Background: an optimization exercise with open tools, aiming at small area, a short achievable clock period and few clock cycles per item. Do not read the settings as production practice.
In this exercise RTL edits were held to simulation tests only and were not proved equivalent to the original.

Setup of v24:
## idct_1d_serial
module idct_1d_serial #(
    parameter int OFFSET = 0
) (
    input  logic        clk,
    input  logic        rst,
    input  logic [95:0] coef_in,
    input  logic        in_valid,
    output logic        in_ready,
    output logic [63:0] pix_out,
    output logic        out_valid,
    input  logic        out_ready
);
    function automatic logic [7:0] offset_pixel(input logic signed [13:0] y);
        logic signed [15:0] t;
        t = 16'(y) + 16'(OFFSET);
        if (t < 0) offset_pixel = 8'd0;
        else if (t > 255) offset_pixel = 8'd255;
        else offset_pixel = t[7:0];
    endfunction
    logic [1:0] v_q;
    logic ovn_q;
    logic en;
    assign en        = ovn_q | out_ready;
    assign in_ready  = out_ready;
    assign out_valid = !ovn_q;
    always_ff @(posedge clk or posedge rst) begin
        if (rst) begin
            v_q   <= '0;
            ovn_q <= 1'b1;
        end else if (en) begin
  ...
For scale: about 3500 cells after synthesis, roughly 170 I/O pins.
==> flow/config.mk <==
export PLATFORM = sky130hd
export DESIGN_NAME = idct_1d_serial
export DESIGN_NICKNAME = idct_1d_serial
export VERILOG_FILES = /design/flow/design.v
export SDC_FILE = /design/flow/constraint.sdc
export NUM_CORES = 4
export LEC_CHECK = 0
export ABC_CLOCK_PERIOD_IN_PS = 3000
export CAP_MARGIN = 20
export CORE_MARGIN = 2
export CORE_UTILIZATION = 40
export CTS_BUF_LIST = sky130_fd_sc_hd__clkbuf_8
export SLEW_MARGIN = 20
==> flow/constraint.sdc <==
create_clock -name core_clock -period 11.0 [get_ports {clk}]
set_input_delay 2.2000 -clock core_clock [delete_from_list [all_inputs] [get_ports {clk}]]
set_output_delay 2.2000 -clock core_clock [all_outputs]
set_load 0.01 [all_outputs]
standard.sh (not shown) runs the stock make flow with config.mk's settings and CLKGATE_MAP_FILE= SYNTH_SCRIPT=/design/flow/synth_recipe.tcl, a recipe that flattens the netlist after the stock synthesis.
==> flow/flow/run.sh <==
#!/bin/bash
# Standard ORFS layout with one extra step between synthesis and floorplan:
# fixinv.py cancels the inverters that Yosys's adder extraction leaves between full-adder
# cells (a full adder is self-dual, so flipping its polarity is a pure rewiring).
# flow/make_vars.txt, if present, lists extra ORFS make variables (one per line), e.g. the
# setup slack margin repair_timing aims for.  Every tool's output goes to its own log file.
set -euo pipefail
WORK=$(pwd)
RES=$WORK/orfs/results/${FLOW_PLATFORM}/idct_1d_serial/base
EXTRA=()
if [[ -f flow/make_vars.txt ]]; then
  while IFS= read -r line; do
    [[ -n "$line" ]] && EXTRA+=("$line")
  done < flow/make_vars.txt
fi
bash standard.sh ${EXTRA[@]+"${EXTRA[@]}"} "$RES/1_2_yosys.v" > "$WORK/synth.log" 2>&1
cp "$RES/1_2_yosys.v" "$WORK/1_2_yosys.orig.v"
python3 flow/fixinv.py "$WORK/1_2_yosys.orig.v" "$RES/1_2_yosys.v" > "$WORK/fixinv.log" 2>&1
bash standard.sh ${EXTRA[@]+"${EXTRA[@]}"} finish > "$WORK/layout.log" 2>&1
==> flow/flow/make_vars.txt <==
SETUP_SLACK_MARGIN=6.3
BUFFER_PORTS_ARGS=-buffer_cell sky130_fd_sc_hd__buf_1
Other scripts of this flow, unchanged in this note and not shown: flow/flow/fixinv.py
v24 closes out successfully: all stages finished, all timing, DRC and antenna checks passed.
Testbench counts of v24, summed over its fixed seeds: cycles 1,624, items 1,600.
The inputs of v1 differ from those of v24 as listed below.
==> flow/flow/make_vars.txt <==
SETUP_SLACK_MARGIN=6.36
BUFFER_PORTS_ARGS=-buffer_cell sky130_fd_sc_hd__buf_1
## What came out
When v1 is set beside v24, its post-route clock period utilization turns out to be 0.33 points smaller. In terms of sequential share of layout area, v24 and v1 differ only marginally. Count of routing violations after the opening detailed-route iteration, v1 and v24: smaller value in v24. From v24 to v1 the numbers moved as follows: final estimated routing congestion in global placement decreased 0.026; filler cell count decreased 101; wire length decreased 420 um. Lower max-slew headroom at the worst pin goes to v24 over v1. The core of v1 is more densely filled than that of v24. On wire length of the first global-routing pass, v1 does better than v24.

== yarrow ==
idct_1d_serial, a different RTL version from the one above (not shown whole).
Size: roughly 3600 cells after synthesis, ~40000 um^2 of cells after synthesis.
==> flow/config.mk <==
export PLATFORM = sky130hd
export DESIGN_NAME = idct_1d_serial
export DESIGN_NICKNAME = idct_1d_serial
export VERILOG_FILES = /design/flow/design.v
export SDC_FILE = /design/flow/constraint.sdc
export NUM_CORES = 4
export LEC_CHECK = 0
export ABC_CLOCK_PERIOD_IN_PS = 3000
export CAP_MARGIN = 20
export CORE_MARGIN = 2
export CORE_UTILIZATION = 40
export SLEW_MARGIN = 20
==> flow/constraint.sdc <==
create_clock -name core_clock -period 11.0 [get_ports {clk}]
set_input_delay 2.2000 -clock core_clock [delete_from_list [all_inputs] [get_ports {clk}]]
set_output_delay 2.2000 -clock core_clock [all_outputs]
set_load 0.01 [all_outputs]
Scripts as last shown in full above: flow/flow/run.sh
Other scripts of this flow, unchanged in this note and not shown: flow/flow/fixinv.py, flow/flow/make_vars.txt
Testbench counts of yarrow, summed over its fixed seeds: cycles 1,624, items 1,600.
## Diff of input files: amber against yarrow
- an added CTS_BUF_LIST of sky130_fd_sc_hd__clkbuf_8
--- outcome ---
In amber, the routed length on met2 came out 1.2 mm above the value in yarrow. Diff yarrow -> amber: cell area after layout fell by 240 um^2. ~same combined global-route utilization of all metal layers in yarrow and amber. In terms of final critical-path share of the clock period, amber and yarrow differ only marginally. Multi-input combinational cell count delta (amber -> yarrow): insignificant. For the count of non-CTS buffers in the layout, amber came in 9 lower than yarrow did.

## v53
RTL: one of the versions met above, not the one the previous note started from.
Size in the first run: roughly 3600 cells after synthesis, roughly 170 I/O pins, roughly 0.040 mm^2 of cells after synthesis.
Design idct_1d_serial, start of the top module:
module idct_1d_serial #(
    parameter int OFFSET = 0
) (
    input  logic        clk,
    input  logic        rst,
    input  logic [95:0] coef_in,
    input  logic        in_valid,
    output logic        in_ready,
    output logic [63:0] pix_out,
    output logic        out_valid,
    input  logic        out_ready
);
==> flow/config.mk <==
export PLATFORM = sky130hd
export DESIGN_NAME = idct_1d_serial
export DESIGN_NICKNAME = idct_1d_serial
export VERILOG_FILES = /design/flow/design.v
export SDC_FILE = /design/flow/constraint.sdc
export NUM_CORES = 4
export LEC_CHECK = 0
export ABC_CLOCK_PERIOD_IN_PS = 1200
export CAP_MARGIN = 20
export CORE_MARGIN = 2
export CORE_UTILIZATION = 40
export CTS_BUF_LIST = sky130_fd_sc_hd__clkbuf_8
export SLEW_MARGIN = 20
==> flow/constraint.sdc <==
create_clock -name core_clock -period 11.0 [get_ports {clk}]
set_input_delay 2.2000 -clock core_clock [delete_from_list [all_inputs] [get_ports {clk}]]
set_output_delay 2.2000 -clock core_clock [all_outputs]
set_load 0.01 [all_outputs]
==> flow/flow/fixinv.py <==
#!/usr/bin/env python3
"""Cancel inverters around full-adder cells in a Yosys gate netlist.

A full adder is self-dual: FA(~a,~b,~c) = (~sum, ~cout).  Yosys's extract_fa picks
polarities cell by cell, which leaves inverters between adders.  This pass flips adders
(connects the complements of their inputs and complements their outputs) whenever that
lowers the number of inverters, then writes the netlist back.  The logic is unchanged.
usage: fixinv.py in.v out.v
"""
import re
import sys

OUTPINS = {'X', 'Y', 'Q', 'Q_N', 'SUM', 'COUT', 'HI', 'LO'}
INV = 'sky130_fd_sc_hd__inv_1'


def is_inv(t):
    return re.fullmatch(r'sky130_fd_sc_hd__(clk)?inv_\d+', t) is not None


def is_fa(t):
    return re.fullmatch(r'sky130_fd_sc_hd__fa_\d+', t) is not None


def main(src, dst):
    text = open(src).read()
    m = re.search(r'^(module .*?;\n)(.*?)^endmodule', text, re.S | re.M)
    head_mod, body = m.group(1), m.group(2)
    pre, post = text[:m.start()], text[m.end():]
    cell_re = re.compile(r'^  (sky130_fd_sc_hd__\w+) (\S+) \((.*?)\);\n', re.S | re.M)
    decls = []
    cells = {}
    order = []
    pos = 0
    for cm in cell_re.finditer(body):
        decls.append(body[pos:cm.start()])
        pos = cm.end()
        typ, name, pins = cm.group(1), cm.group(2), cm.group(3)
        pm = {}
        for p, n in re.findall(r'\.(\w+)\(((?:[^()])*)\)', pins):
            pm[p] = n.strip()
        cells[name] = [typ, pm]
        order.append(name)
    rest = body[pos:]
    if rest.strip():
        # assigns or other statements: keep them, but treat their nets as fixed
        pass
    declstr = ''.join(decls)
    outports = set()
    for om in re.finditer(r'^\s*output\s+(\[(\d+):(\d+)\]\s+)?(\S+?)\s*;', head_mod + declstr, re.M):
        if om.group(1):
            hi, lo = int(om.group(2)), int(om.group(3))
            for i in range(min(hi, lo), max(hi, lo) + 1):
                outports.add(f"{om.group(4)}[{i}]")
        else:
            outports.add(om.group(4))
    fixed = set(re.findall(r'[\\\w$\[\]\.]+', rest)) if rest.strip() else set()

    drv = {}
    loads = {}

    def add_load(n, c, p):
        loads.setdefault(n, set()).add((c, p))

    for c in order:
        typ, pm = cells[c]
        for p, n in pm.items():
            if p in OUTPINS:
                drv[n] = (c, p)
            else:
                add_load(n, c, p)
    for n in outports:
        add_load(n, '$PORT', n)

    cnt = [0]

    def newnet():
        cnt[0] += 1
        return f"_fixinv_{cnt[0]}_"

    def newinv(a):
        cnt[0] += 1
        c = f"_fixinvc_{cnt[0]}_"
        y = newnet()
        cells[c] = [INV, {'A': a, 'Y': y}]
        order.append(c)
        drv[y] = (c, 'Y')
        add_load(a, c, 'A')
        return c, y

    def inv_driver(n):
        d = drv.get(n)
        if d and d[0] in cells and is_inv(cells[d[0]][0]):
            return d[0]
        return None

    def inv_load(n):
        for c, p in loads.get(n, ()):
            if c != '$PORT' and c in cells and is_inv(cells[c][0]):
                return c
        return None

    def connect(c, p, n):
        old = cells[c][1][p]
        loads[old].discard((c, p))
        cells[c][1][p] = n
        add_load(n, c, p)

    def remove_cell(c):
        typ, pm = cells.pop(c)
        for p, n in pm.items():
            if p in OUTPINS:
                drv.pop(n, None)
            else:
                loads[n].discard((c, p))

    def gain(f):
        """inverters saved by flipping f (estimate)"""
        typ, pm = cells[f]
        g = 0
        for p in ('A', 'B', 'CIN'):
            n = pm[p]
            I = inv_driver(n)
            if I is not None:
                if len(loads[n]) == 1 and cells[I][1]['Y'] not in outports:
                    g += 1
            elif inv_load(n) is None:
                g -= 1
        for p in ('SUM', 'COUT'):
            o = pm[p]
            ls = loads.get(o, set())
            invs = [c for c, q in ls if c != '$PORT' and is_inv(cells[c][0])
                    and cells[c][1]['Y'] not in outports and cells[c][1]['Y'] not in fixed]
            others = len(ls) - len(invs)
            g += len(invs)
            if others:
                g -= 1
        return g

    def flip(f):
        typ, pm = cells[f]
        for p in ('A', 'B', 'CIN'):
            n = pm[p]
            I = inv_driver(n)
            if I is not None:
                connect(f, p, cells[I][1]['A'])
                if not loads[n] and n not in outports:
                    remove_cell(I)
            else:
                J = inv_load(n)
                y = cells[J][1]['Y'] if J else newinv(n)[1]
                connect(f, p, y)
        for p in ('SUM', 'COUT'):
            o = pm[p]
            o2 = newnet()
            drv.pop(o, None)
            cells[f][1][p] = o2
            drv[o2] = (f, p)
            ls = list(loads.get(o, set()))
            for c, q in ls:
                if c != '$PORT' and is_inv(cells[c][0]):
                    y = cells[c][1]['Y']
                    if y in outports or y in fixed:
                        continue
                    for c2, q2 in list(loads.get(y, set())):
                        connect(c2, q2, o2)
                    remove_cell(c)
            if loads.get(o):
                # remaining loads need the old polarity: o = ~o2
                cnt[0] += 1
                c = f"_fixinvc_{cnt[0]}_"
                cells[c] = [INV, {'A': o2, 'Y': o}]
                order.append(c)
                drv[o] = (c, 'Y')
                add_load(o2, c, 'A')

    def ninv():
        return sum(1 for c in cells if is_inv(cells[c][0]))

    before = ninv()
    fas = [c for c in order if is_fa(cells[c][0])]
    for it in range(20):
        changed = 0
        for f in fas:
            if gain(f) > 0:
                k0 = ninv()
                flip(f)
                changed += 1
        if not changed:
            break
    # merge inverters that share an input
    byin = {}
    for c in list(order):
        if c in cells and is_inv(cells[c][0]):
            a, y = cells[c][1]['A'], cells[c][1]['Y']
            if y in outports or y in fixed:
                continue
            if a in byin:
                keep = byin[a]
                ky = cells[keep][1]['Y']
                for c2, q2 in list(loads.get(y, set())):
                    connect(c2, q2, ky)
                remove_cell(c)
            else:
                byin[a] = c
    # drop inverters with no loads
    for c in list(order):
        if c in cells and is_inv(cells[c][0]):
            y = cells[c][1]['Y']
            if not loads.get(y) and y not in outports and y not in fixed:
                remove_cell(c)
    after = ninv()
    print(f"fixinv: inverters {before} -> {after}", file=sys.stderr)

    newnets = set()
    for c in order:
        if c in cells:
            for n in cells[c][1].values():
                if n.startswith('_fixinv_'):
                    newnets.add(n)
    out = [pre, head_mod, declstr]
    for n in sorted(newnets):
        out.append(f"  wire {n};\n")
    for c in order:
        if c not in cells:
            continue
        typ, pm = cells[c]
        pins = ',\n'.join(f"    .{p}({n}{' ' if n.startswith(chr(92)) else ''})" for p, n in pm.items())
        out.append(f"  {typ} {c} (\n{pins}\n  );\n")
    out.append(rest)
    out.append('endmodule')
    out.append(post)
    open(dst, 'w').write(''.join(out))


if __name__ == '__main__':
    main(sys.argv[1], sys.argv[2])
==> flow/flow/make_vars.txt <==
SETUP_SLACK_MARGIN=6.45
BUFFER_PORTS_ARGS=-buffer_cell sky130_fd_sc_hd__buf_1
Scripts as last shown in full above: flow/flow/run.sh
v53 completed every stage of the flow, and the final layout passed the timing, design-rule and antenna checks.
Testbench counts of v53, summed over its fixed seeds: cycles 1,624, items 1,600.
Input changes introduced in v56 (baseline for comparison: v53):
==> flow/flow/make_vars.txt <==
SETUP_SLACK_MARGIN=6.3
BUFFER_PORTS_ARGS=-buffer_cell sky130_fd_sc_hd__buf_1
diff --git a/flow/config.mk b/flow/config.mk
--- a/flow/config.mk
+++ b/flow/config.mk
@@ -6,5 +6,5 @@
 export NUM_CORES = 4
 export LEC_CHECK = 0
-export ABC_CLOCK_PERIOD_IN_PS = 1200
+export ABC_CLOCK_PERIOD_IN_PS = 3000
 export CAP_MARGIN = 20
 export CORE_MARGIN = 2
==> comparison <==
- Taking v53 as the reference point, the hold slack of v56 falls by 0.017 ns.
- Between v53 and v56, the flow reports final weighted congestion in routability-driven placement increasing by a few percent.
- Die area came out exactly the same in v56 and v53.
diff inputs: v56 => v18
diff --git a/flow/flow/fixinv.py b/flow/flow/fixinv.py
--- a/flow/flow/fixinv.py
+++ b/flow/flow/fixinv.py
@@ -189,4 +189,69 @@
         if not changed:
             break
+    # half adders whose outputs are only used inverted, or whose inputs both come from
+    # inverters, become two plain gates that absorb those inverters
+    AREA = {'xor2': 8.7584, 'xnor2': 8.7584, 'and2': 6.256, 'nand2': 3.7536,
+            'nor2': 3.7536, 'or2': 6.256}
+    OUTPIN = {'xor2': 'X', 'xnor2': 'Y', 'and2': 'X', 'nand2': 'Y', 'nor2': 'Y', 'or2': 'X'}
+    INVERSE = {'xor2': 'xnor2', 'xnor2': 'xor2', 'and2': 'nand2', 'nand2': 'and2',
+               'nor2': 'or2', 'or2': 'nor2'}
+    nha = 0
+    has = [c for c in order if c in cells and re.fullmatch(r'sky130_fd_sc_hd__ha_1', cells[c][0])]
+    for h in has:
+        pm = cells[h][1]
+        na, nb, ns, nc = pm['A'], pm['B'], pm['SUM'], pm['COUT']
+        Ia, Ib = inv_driver(na), inv_driver(nb)
+        use_src = Ia is not None and Ib is not None and Ia != Ib
+        if use_src:
+            ia, ib = cells[Ia][1]['A'], cells[Ib][1]['A']
+            sfun, cfun = 'xor2', 'nor2'
+        else:
+            ia, ib = na, nb
+            sfun, cfun = 'xor2', 'and2'
+        plan = []
+        saved = 12.512
+        for net, fun in ((ns, sfun), (nc, cfun)):
+            ls = loads.get(net, set())
+            invs = [c for c, q in ls if c != '$PORT' and is_inv(cells[c][0])
+                    and cells[c][1]['Y'] not in outports and cells[c][1]['Y'] not in fixed]
+            if ls and len(invs) == len(ls):
+                plan.append((net, INVERSE[fun], invs))
+                saved += 3.7536 * len(invs)
+                saved -= AREA[INVERSE[fun]]
+            else:
+                plan.append((net, fun, []))
+                saved -= AREA[fun]
+        if use_src:
+            for I, n in ((Ia, na), (Ib, nb)):
+                if len(loads[n]) == 1 and cells[I][1]['Y'] not in outports:
+                    saved += 3.7536
+        if saved <= 0.01:
+            continue
+        remove_cell(h)
+        for net, fun, invs in plan:
+            cnt[0] += 1
+            c = f"_fixinvc_{cnt[0]}_"
+            if invs:
+                out = cells[invs[0]][1]['Y']
+                for I in invs:
+                    y = cells[I][1]['Y']
+                    remove_cell(I)
+                    if y != out:
+                        for c2, q2 in list(loads.get(y, set())):
+                            connect(c2, q2, out)
+            else:
+                out = net
+            cells[c] = ['sky130_fd_sc_hd__' + fun + '_1', {'A': ia, 'B': ib, OUTPIN[fun]: out}]
+            order.append(c)
+            drv[out] = (c, OUTPIN[fun])
+            add_load(ia, c, 'A')
+            add_load(ib, c, 'B')
+        if use_src:
+            for I, n in ((Ia, na), (Ib, nb)):
+                if I in cells and not loads.get(n) and n not in outports:
+                    remove_cell(I)
+        nha += 1
+    print(f"fixinv: half adders split into gates: {nha}", file=sys.stderr)
+
     # merge inverters that share an input
     byin = {}
diff --git a/flow/config.mk b/flow/config.mk
--- a/flow/config.mk
+++ b/flow/config.mk
@@ -11,3 +11,4 @@
 export CORE_UTILIZATION = 40
 export CTS_BUF_LIST = sky130_fd_sc_hd__clkbuf_8
+export GPL_TIMING_DRIVEN = 0
 export SLEW_MARGIN = 20
==> comparison <==
Comparing v18 and v56, the higher synthesized area is on v56. The run showing the greater sequential cell area share is v56. Comparing v56 with v18, the largest stage delay on the critical path came out essentially unchanged.
Input-level comparison between v59 and v18:
diff --git a/flow/flow/fixinv.py b/flow/flow/fixinv.py
--- a/flow/flow/fixinv.py
+++ b/flow/flow/fixinv.py
@@ -189,69 +189,4 @@
         if not changed:
             break
-    # half adders whose outputs are only used inverted, or whose inputs both come from
-    # inverters, become two plain gates that absorb those inverters
-    AREA = {'xor2': 8.7584, 'xnor2': 8.7584, 'and2': 6.256, 'nand2': 3.7536,
-            'nor2': 3.7536, 'or2': 6.256}
-    OUTPIN = {'xor2': 'X', 'xnor2': 'Y', 'and2': 'X', 'nand2': 'Y', 'nor2': 'Y', 'or2': 'X'}
-    INVERSE = {'xor2': 'xnor2', 'xnor2': 'xor2', 'and2': 'nand2', 'nand2': 'and2',
-               'nor2': 'or2', 'or2': 'nor2'}
-    nha = 0
-    has = [c for c in order if c in cells and re.fullmatch(r'sky130_fd_sc_hd__ha_1', cells[c][0])]
-    for h in has:
-        pm = cells[h][1]
-        na, nb, ns, nc = pm['A'], pm['B'], pm['SUM'], pm['COUT']
-        Ia, Ib = inv_driver(na), inv_driver(nb)
-        use_src = Ia is not None and Ib is not None and Ia != Ib
-        if use_src:
-            ia, ib = cells[Ia][1]['A'], cells[Ib][1]['A']
-            sfun, cfun = 'xor2', 'nor2'
-        else:
-            ia, ib = na, nb
-            sfun, cfun = 'xor2', 'and2'
-        plan = []
-        saved = 12.512
-        for net, fun in ((ns, sfun), (nc, cfun)):
-            ls = loads.get(net, set())
-            invs = [c for c, q in ls if c != '$PORT' and is_inv(cells[c][0])
-                    and cells[c][1]['Y'] not in outports and cells[c][1]['Y'] not in fixed]
-            if ls and len(invs) == len(ls):
-                plan.append((net, INVERSE[fun], invs))
-                saved += 3.7536 * len(invs)
-                saved -= AREA[INVERSE[fun]]
-            else:
-                plan.append((net, fun, []))
-                saved -= AREA[fun]
-        if use_src:
-            for I, n in ((Ia, na), (Ib, nb)):
-                if len(loads[n]) == 1 and cells[I][1]['Y'] not in outports:
-                    saved += 3.7536
-        if saved <= 0.01:
-            continue
-        remove_cell(h)
-        for net, fun, invs in plan:
-            cnt[0] += 1
-            c = f"_fixinvc_{cnt[0]}_"
-            if invs:
-                out = cells[invs[0]][1]['Y']
-                for I in invs:
-                    y = cells[I][1]['Y']
-                    remove_cell(I)
-                    if y != out:
-                        for c2, q2 in list(loads.get(y, set())):
-                            connect(c2, q2, out)
-            else:
-                out = net
-            cells[c] = ['sky130_fd_sc_hd__' + fun + '_1', {'A': ia, 'B': ib, OUTPIN[fun]: out}]
-            order.append(c)
-            drv[out] = (c, OUTPIN[fun])
-            add_load(ia, c, 'A')
-            add_load(ib, c, 'B')
-        if use_src:
-            for I, n in ((Ia, na), (Ib, nb)):
-                if I in cells and not loads.get(n) and n not in outports:
-                    remove_cell(I)
-        nha += 1
-    print(f"fixinv: half adders split into gates: {nha}", file=sys.stderr)
-
     # merge inverters that share an input
     byin = {}
==> flow/flow/make_vars.txt <==
SETUP_SLACK_MARGIN=6.45
BUFFER_PORTS_ARGS=-buffer_cell sky130_fd_sc_hd__buf_1
diff --git a/flow/config.mk b/flow/config.mk
--- a/flow/config.mk
+++ b/flow/config.mk
@@ -11,4 +11,3 @@
 export CORE_UTILIZATION = 40
 export CTS_BUF_LIST = sky130_fd_sc_hd__clkbuf_8
-export GPL_TIMING_DRIVEN = 0
 export SLEW_MARGIN = 20
==> notes.md <==
Core utilization: v59 higher than v18. Per the comparison of v59 with v18, first-iteration DRC count saw a decrease, worst stage delay on the critical path saw an increase. The final reports for v59 and v18 show wire length on met2 higher in the former. The capturing element of the worst setup path comes out eo1_q[11] in one run and eo3_q[24] in the other, namely in v59 and v18 respectively. Instance count of the mapped netlist up 0.65% in v59 wrt v18. Summary of v59 over v18: number of post-CTS setup repair buffers moved up; wire length of the first global-routing pass moved up; number of logic stages on the critical path including buffering moved down; fmax moved up.

-- afterwards: timing with drivers on the ports --
No port has a modelled driver above. Below, the same layouts with a new extraction and two added sets of constraints. Step 1: set_driving_cell puts a clkbuf_16 on clk and a buf_2 on each other input, an assumption about the parent block. Step 2 also shifts input and output timing later by t, the mid clock arrival at the registers, as if the neighbouring blocks saw the same clock. Slacks: ideal ports / drivers / drivers and shift; pairs: ideal ports / drivers.
run | shift t [ns] | slack for setup (ns) | latest minus earliest clock arrival (ns) | pins driven straight from the clock port
v24 | 0.752 | 6.322 / 6.304 / 5.797 | 0.029 / 0.029 | 1
v1 | 0.751 | 6.358 / 6.347 / 5.829 | 0.042 / 0.042 | 1
yarrow | 0.655 | 6.142 / 6.111 / 5.741 | 0.048 / 0.047 | 1
amber | 0.729 | 6.140 / 6.109 / 5.751 | 0.058 / 0.058 | 1
v53 | 0.761 | 6.388 / 6.356 / 5.936 | 0.044 / 0.044 | 1
v56 | 0.744 | 6.290 / 6.290 / 5.868 | 0.052 / 0.052 | 1
v18 | 0.770 | 6.236 / 6.236 / 5.681 | 0.049 / 0.049 | 1
v59 | 0.761 | 6.388 / 6.356 / 5.936 | 0.044 / 0.044 | 1
After both steps every run listed still meets setup and hold. For v18, which loses most, drivers alone change the setup slack by 0.000 ns; drivers and shift together by -0.555 ns.
